This is an optimization exercise on Yosys and OpenROAD, whose aim is a short achievable clock period and few clock cycles, not a production implementation. The RTL was checked by simulation tests, not by an equivalence proof against the original design. No driver is modelled on the clock port, so clock power and skew are understated where the tree is cut down; a real chip needs a root buffer or a tree. No activity file was given, so power comes from the tool's default toggle rates.

Setup of old:
Design processor, start of the top module:
module processor (
    input  logic  clock,
    input  logic  rst_n,
    output cpu_pkg::addr_t fetch_address,
    input  cpu_pkg::word_t instruction,
    output cpu_pkg::addr_t memory_address,
    output logic  memory_read,
    output logic  memory_write,
    output cpu_pkg::word_t memory_write_data,
    input  cpu_pkg::word_t memory_read_data
);
Size: ~8400 cells after synthesis, ~160 I/O pins.
==> flow/config.mk <==
export PLATFORM = sky130hd
export DESIGN_NAME = processor
export DESIGN_NICKNAME = processor
export VERILOG_FILES = /design/flow/design.v
export SDC_FILE = /design/flow/constraint.sdc
export NUM_CORES = 8
export LEC_CHECK = 0
export CAP_MARGIN = 20
export CORE_MARGIN = 2
export CORE_UTILIZATION = 50
export SLEW_MARGIN = 20
export SYNTH_HIERARCHICAL = 1
export SYNTH_MINIMUM_KEEP_SIZE = 0
==> flow/constraint.sdc <==
create_clock -name core_clock -period 10.0 [get_ports {clock}]
set_input_delay 2.0000 -clock core_clock [delete_from_list [all_inputs] [get_ports {clock}]]
set_output_delay 2.0000 -clock core_clock [all_outputs]
set_load 0.01 [all_outputs]
standard.sh (not shown) runs the stock make flow with config.mk's settings and CLKGATE_MAP_FILE= SYNTH_SCRIPT=/design/flow/synth_recipe.tcl, a recipe that flattens the netlist after the stock synthesis.
==> flow/flow/run.sh <==
#!/bin/bash
# The standard ORFS layout (standard.sh), with these changes to how it works:
# - timing repair aims 6.8 ns below the 10 ns clock (SETUP_SLACK_MARGIN; the SDC
#   is unchanged, the margin only sets how far repair_timing goes);
# - the clock tree is built by flow/mycts.tcl (through the PRE_CTS_TCL hook):
#   four root buffers at the clock port, each driving four middle buffers,
#   each driving leaf buffers over balanced clusters of about 14 flip-flops,
#   instead of TritonCTS's tree.
set -uo pipefail
here=$(pwd)
export SETUP_SLACK_MARGIN=6.8
export PRE_CTS_TCL=$here/flow/pre_cts.tcl
export MYCTS_PER_LEAF=14
export MYCTS_NMID=16
bash standard.sh > make_flow.log 2>&1
==> flow/flow/pre_cts.tcl <==
# PRE_CTS hook: build the clock tree here (mycts.tcl), then make the flow's
# own clock_tree_synthesis call a no-op. The rest of the CTS step (placement
# legalisation, timing repair) runs as usual.
source [file join [file dirname [info script]] mycts.tcl]
set ::mycts_iters 0
set ::mycts_nmid $::env(MYCTS_NMID)
mycts_build $::env(MYCTS_PER_LEAF) 4
set_propagated_clock [all_clocks]
rename clock_tree_synthesis ""
proc clock_tree_synthesis {args} { puts "clock_tree_synthesis skipped: tree built by mycts" }
Other scripts of this flow, unchanged in this note and not shown: flow/flow/mycts.tcl
Testbench counts of old, summed over its fixed seeds: cycles 34,950.
Relative to old, the following input files were edited for new:
==> flow/flow/run.sh <==
#!/bin/bash
# The standard ORFS layout (standard.sh), with these changes to how it works:
# - timing repair aims 7 ns below the 10 ns clock (SETUP_SLACK_MARGIN; the SDC
#   is unchanged, the margin only sets how far repair_timing goes);
# - the clock tree is built by flow/mycts.tcl (through the PRE_CTS_TCL hook):
#   four root buffers at the clock port, each driving leaf buffers over
#   balanced clusters of about 18 flip-flops, instead of TritonCTS's deeper tree.
set -uo pipefail
here=$(pwd)
export SETUP_SLACK_MARGIN=7.0
export PRE_CTS_TCL=$here/flow/pre_cts.tcl
export MYCTS_PER_LEAF=18
bash standard.sh > make_flow.log 2>&1
-- flow/flow/pre_cts.tcl --
<<< old, line 5
set ::mycts_iters 0
set ::mycts_nmid $::env(MYCTS_NMID)
mycts_build $::env(MYCTS_PER_LEAF) 4
>>> new, line 5
set ::mycts_iters 0
mycts_build $::env(MYCTS_PER_LEAF) 4
--- outcome ---
- Compare old and new | final cell count without fillers lower: old
- From old to new the numbers moved as follows: number of multi-input combinational cells level; fraction of layout instances using a drive strength above 1 moved up.
No run of this note takes its clock network from TritonCTS; it comes from the design's own scripts or RTL.

---

Setup of 05-04:
processor, a different RTL version from the one above (not shown whole).
For scale: roughly 8700 cells after synthesis, about 160 I/O pins, ~100000 um2 of cells after synthesis.
clock: 10.0 ns
lec_check: 0
cap_margin: 20
core_margin: 2
core_utilization: 50
slew_margin: 20
synth_hierarchical: 1
synth_minimum_keep_size: 0
==> flow/flow/run.sh <==
#!/bin/bash
# The standard ORFS layout (standard.sh), with these changes to how it works:
# - timing repair aims 7.3 ns below the 10 ns clock (SETUP_SLACK_MARGIN; the
#   SDC is unchanged, the margin only sets how far repair_timing goes);
# - the clock tree is built by flow/mycts.tcl: four root buffers at the clock
#   port, each driving four middle buffers, each driving leaf buffers over
#   balanced clusters of about 14 flip-flops, instead of TritonCTS's tree.
set -uo pipefail
here=$(pwd)
export SETUP_SLACK_MARGIN=7.3
export PRE_CTS_TCL=$here/flow/pre_cts.tcl
export MYCTS_PER_LEAF=14
export MYCTS_NMID=16
bash standard.sh > make_flow.log 2>&1
==> flow/flow/pre_cts.tcl <==
# PRE_CTS hook: optionally move output flip-flops next to their output
# buffers, then build the clock tree here (mycts.tcl) and make the flow's own
# clock_tree_synthesis call a no-op. The rest of the CTS step (placement
# legalisation, timing repair) runs as usual.
source [file join [file dirname [info script]] mycts.tcl]
set ::mycts_iters 0
set ::mycts_nmid $::env(MYCTS_NMID)
if {[info exists ::env(PULL_OUTPUT_FLOPS)] && $::env(PULL_OUTPUT_FLOPS) != ""} {
  pull_output_flops $::env(PULL_OUTPUT_FLOPS)
  detailed_placement
}
mycts_build $::env(MYCTS_PER_LEAF) 4
set_propagated_clock [all_clocks]
rename clock_tree_synthesis ""
proc clock_tree_synthesis {args} { puts "clock_tree_synthesis skipped: tree built by mycts" }
Other scripts of this flow, unchanged in this note and not shown: flow/flow/mycts.tcl
Testbench counts of 05-04, summed over its fixed seeds: cycles 34,950.
Relative to 05-04, the following input files were edited for 03-20:
# 05-04
export LEC_CHECK = 0
export CAP_MARGIN = 20
export CORE_MARGIN = 2
export CORE_UTILIZATION = 50
export SLEW_MARGIN = 20
export SYNTH_HIERARCHICAL = 1
export SYNTH_MINIMUM_KEEP_SIZE = 0
create_clock -name core_clock -period 10.0 [get_ports {clock}]
# 03-20
export LEC_CHECK = 0
export CAP_MARGIN = 20
export CORE_MARGIN = 2
export CORE_UTILIZATION = 50
export PLACE_DENSITY = 0.7
export SLEW_MARGIN = 20
export SYNTH_HIERARCHICAL = 1
export SYNTH_MINIMUM_KEEP_SIZE = 0
create_clock -name core_clock -period 10.0 [get_ports {clock}]
--- a/flow/flow/run.sh
+++ b/flow/flow/run.sh
@@ -4,0 +5,3 @@
+# - before the clock tree is built, the flip-flops that drive the store data,
+#   memory_read and memory_write outputs are moved next to their output buffers
+#   (flow/pre_cts.tcl, through the PRE_CTS_TCL hook; placement is then legalised);
@@ -6 +9 @@
-#   port, each driving four middle buffers, each driving leaf buffers over
+#   port, each driving about five middle buffers, each driving leaf buffers over
@@ -13 +16,2 @@
-export MYCTS_NMID=16
+export MYCTS_NMID=24
+export PULL_OUTPUT_FLOPS="m_wdata* m_rd* m_store*"
==> run summary <==
When 03-20 is measured against 05-04, its clock period minus worst slack turns out 0.060 ns higher.
Taking 05-04 as the reference, in 03-20 clock power up about 2%; total design power up 0.36%; power share of the clock group up 0.5 points; cell area after layout down 1.1%.
Between 03-20 and 05-04, the critical path data arrival time is lower for 05-04.
Where routed wire length is concerned, 05-04 is outperformed by 03-20.
Changes observed in 03-20 relative to 05-04: worst setup slack down 0.060 ns, met1 demand-to-capacity share in global routing down 0.58 points, worst hold slack up 0.016 ns.
Of 03-20 and 05-04, 03-20 shows the lower sequential share of power, with 05-04 above it.
In every run of this note, the design's own scripts or RTL, not TritonCTS, make the clock network.

---

processor with an RTL version that a note above also has.
For scale: about 8400 cells after synthesis, ~160 I/O pins, about 94000 um2 of cells after synthesis.
clock: 10.0 ns
lec_check: 0
cap_margin: 20
core_margin: 2
core_utilization: 50
slew_margin: 20
synth_hierarchical: 1
synth_minimum_keep_size: 0
==> flow/flow/run.sh <==
#!/bin/bash
# The standard ORFS layout (standard.sh), with these changes to how it works:
# - timing repair aims 7.5 ns below the 10 ns clock (SETUP_SLACK_MARGIN; the SDC
#   is unchanged, the margin only sets how far repair_timing goes);
# - the clock tree is built by flow/mycts.tcl (through the PRE_CTS_TCL hook):
#   four root buffers at the clock port, each driving four middle buffers,
#   each driving leaf buffers over balanced clusters of about 14 flip-flops,
#   instead of TritonCTS's tree.
set -uo pipefail
here=$(pwd)
export SETUP_SLACK_MARGIN=7.5
export PRE_CTS_TCL=$here/flow/pre_cts.tcl
export MYCTS_PER_LEAF=14
export MYCTS_NMID=16
bash standard.sh > make_flow.log 2>&1
Other scripts of this flow, unchanged in this note and not shown: flow/flow/mycts.tcl, flow/flow/pre_cts.tcl
Testbench counts at the start, summed over its fixed seeds: cycles 34,950.
Edit:
--- a/flow/flow/run.sh
+++ b/flow/flow/run.sh
@@ -2,3 +2,3 @@
 # The standard ORFS layout (standard.sh), with these changes to how it works:
-# - timing repair aims 7.5 ns below the 10 ns clock (SETUP_SLACK_MARGIN; the SDC
+# - timing repair aims 7 ns below the 10 ns clock (SETUP_SLACK_MARGIN; the SDC
 #   is unchanged, the margin only sets how far repair_timing goes);
@@ -10,3 +10,3 @@
 here=$(pwd)
-export SETUP_SLACK_MARGIN=7.5
+export SETUP_SLACK_MARGIN=${MARGIN:-7.0}
 export PRE_CTS_TCL=$here/flow/pre_cts.tcl
=> The new run went through all stages and came out clean; combinational power is lower by about 10%; total power went down by 1.5%; worst setup slack got worse by 15 ps; synthesized cell count stays the same; utilization falls by 4.1 points; critical path depth goes down by 6; design area drops by 6.3%; area after synthesis is unchanged; first-iteration DRC count went down by 9.3%.
In every run of this note, the design's own scripts or RTL, not TritonCTS, make the clock network.

-- afterwards: timing with drivers on the ports --
Ports are ideal in the flow. The routed layouts listed here were re-timed in OpenROAD.
Step 1 sets driving cells, clkbuf_16 on the clock port and buf_2 on the other inputs (assumed; they add their load-dependent delay and slew).
Step 2, shift: input delay + t, output delay - t, t = (earliest + latest rising clock arrival at the registers) / 2. This alone moves slack from input paths to output paths.
Three values: ideal, step 1, step 2; two values: the first two.
| run | t (ns) | setup WS [ns] | latest minus earliest clock arrival (ns) | worst slew at a driven data input, ns |
|---|---|---|---|---|
| old | 0.779 | 6.707 / 6.641 / 6.080 | 0.111 / 0.110 | 0.12 |
| new | 0.845 | 6.738 / 6.592 / 6.243 | 0.117 / 0.117 | 0.12 |
| 05-04 | 0.792 | 6.879 / 6.683 / 6.255 | 0.105 / 0.106 | 0.15 |
| 03-20 | 0.777 | 6.820 / 6.719 / 6.178 | 0.074 / 0.074 | 0.14 |
| the first run of note 3 | 0.784 | 6.821 / 6.697 / 6.104 | 0.107 / 0.107 | 0.16 |
| the second run of note 3 | 0.787 | 6.806 / 6.680 / 6.239 | 0.090 / 0.090 | 0.12 |
After both steps every run listed still meets setup and hold. The setup slack of the first run of note 3, which loses most, moves by -0.124 ns with the drivers and by -0.717 ns with both steps.
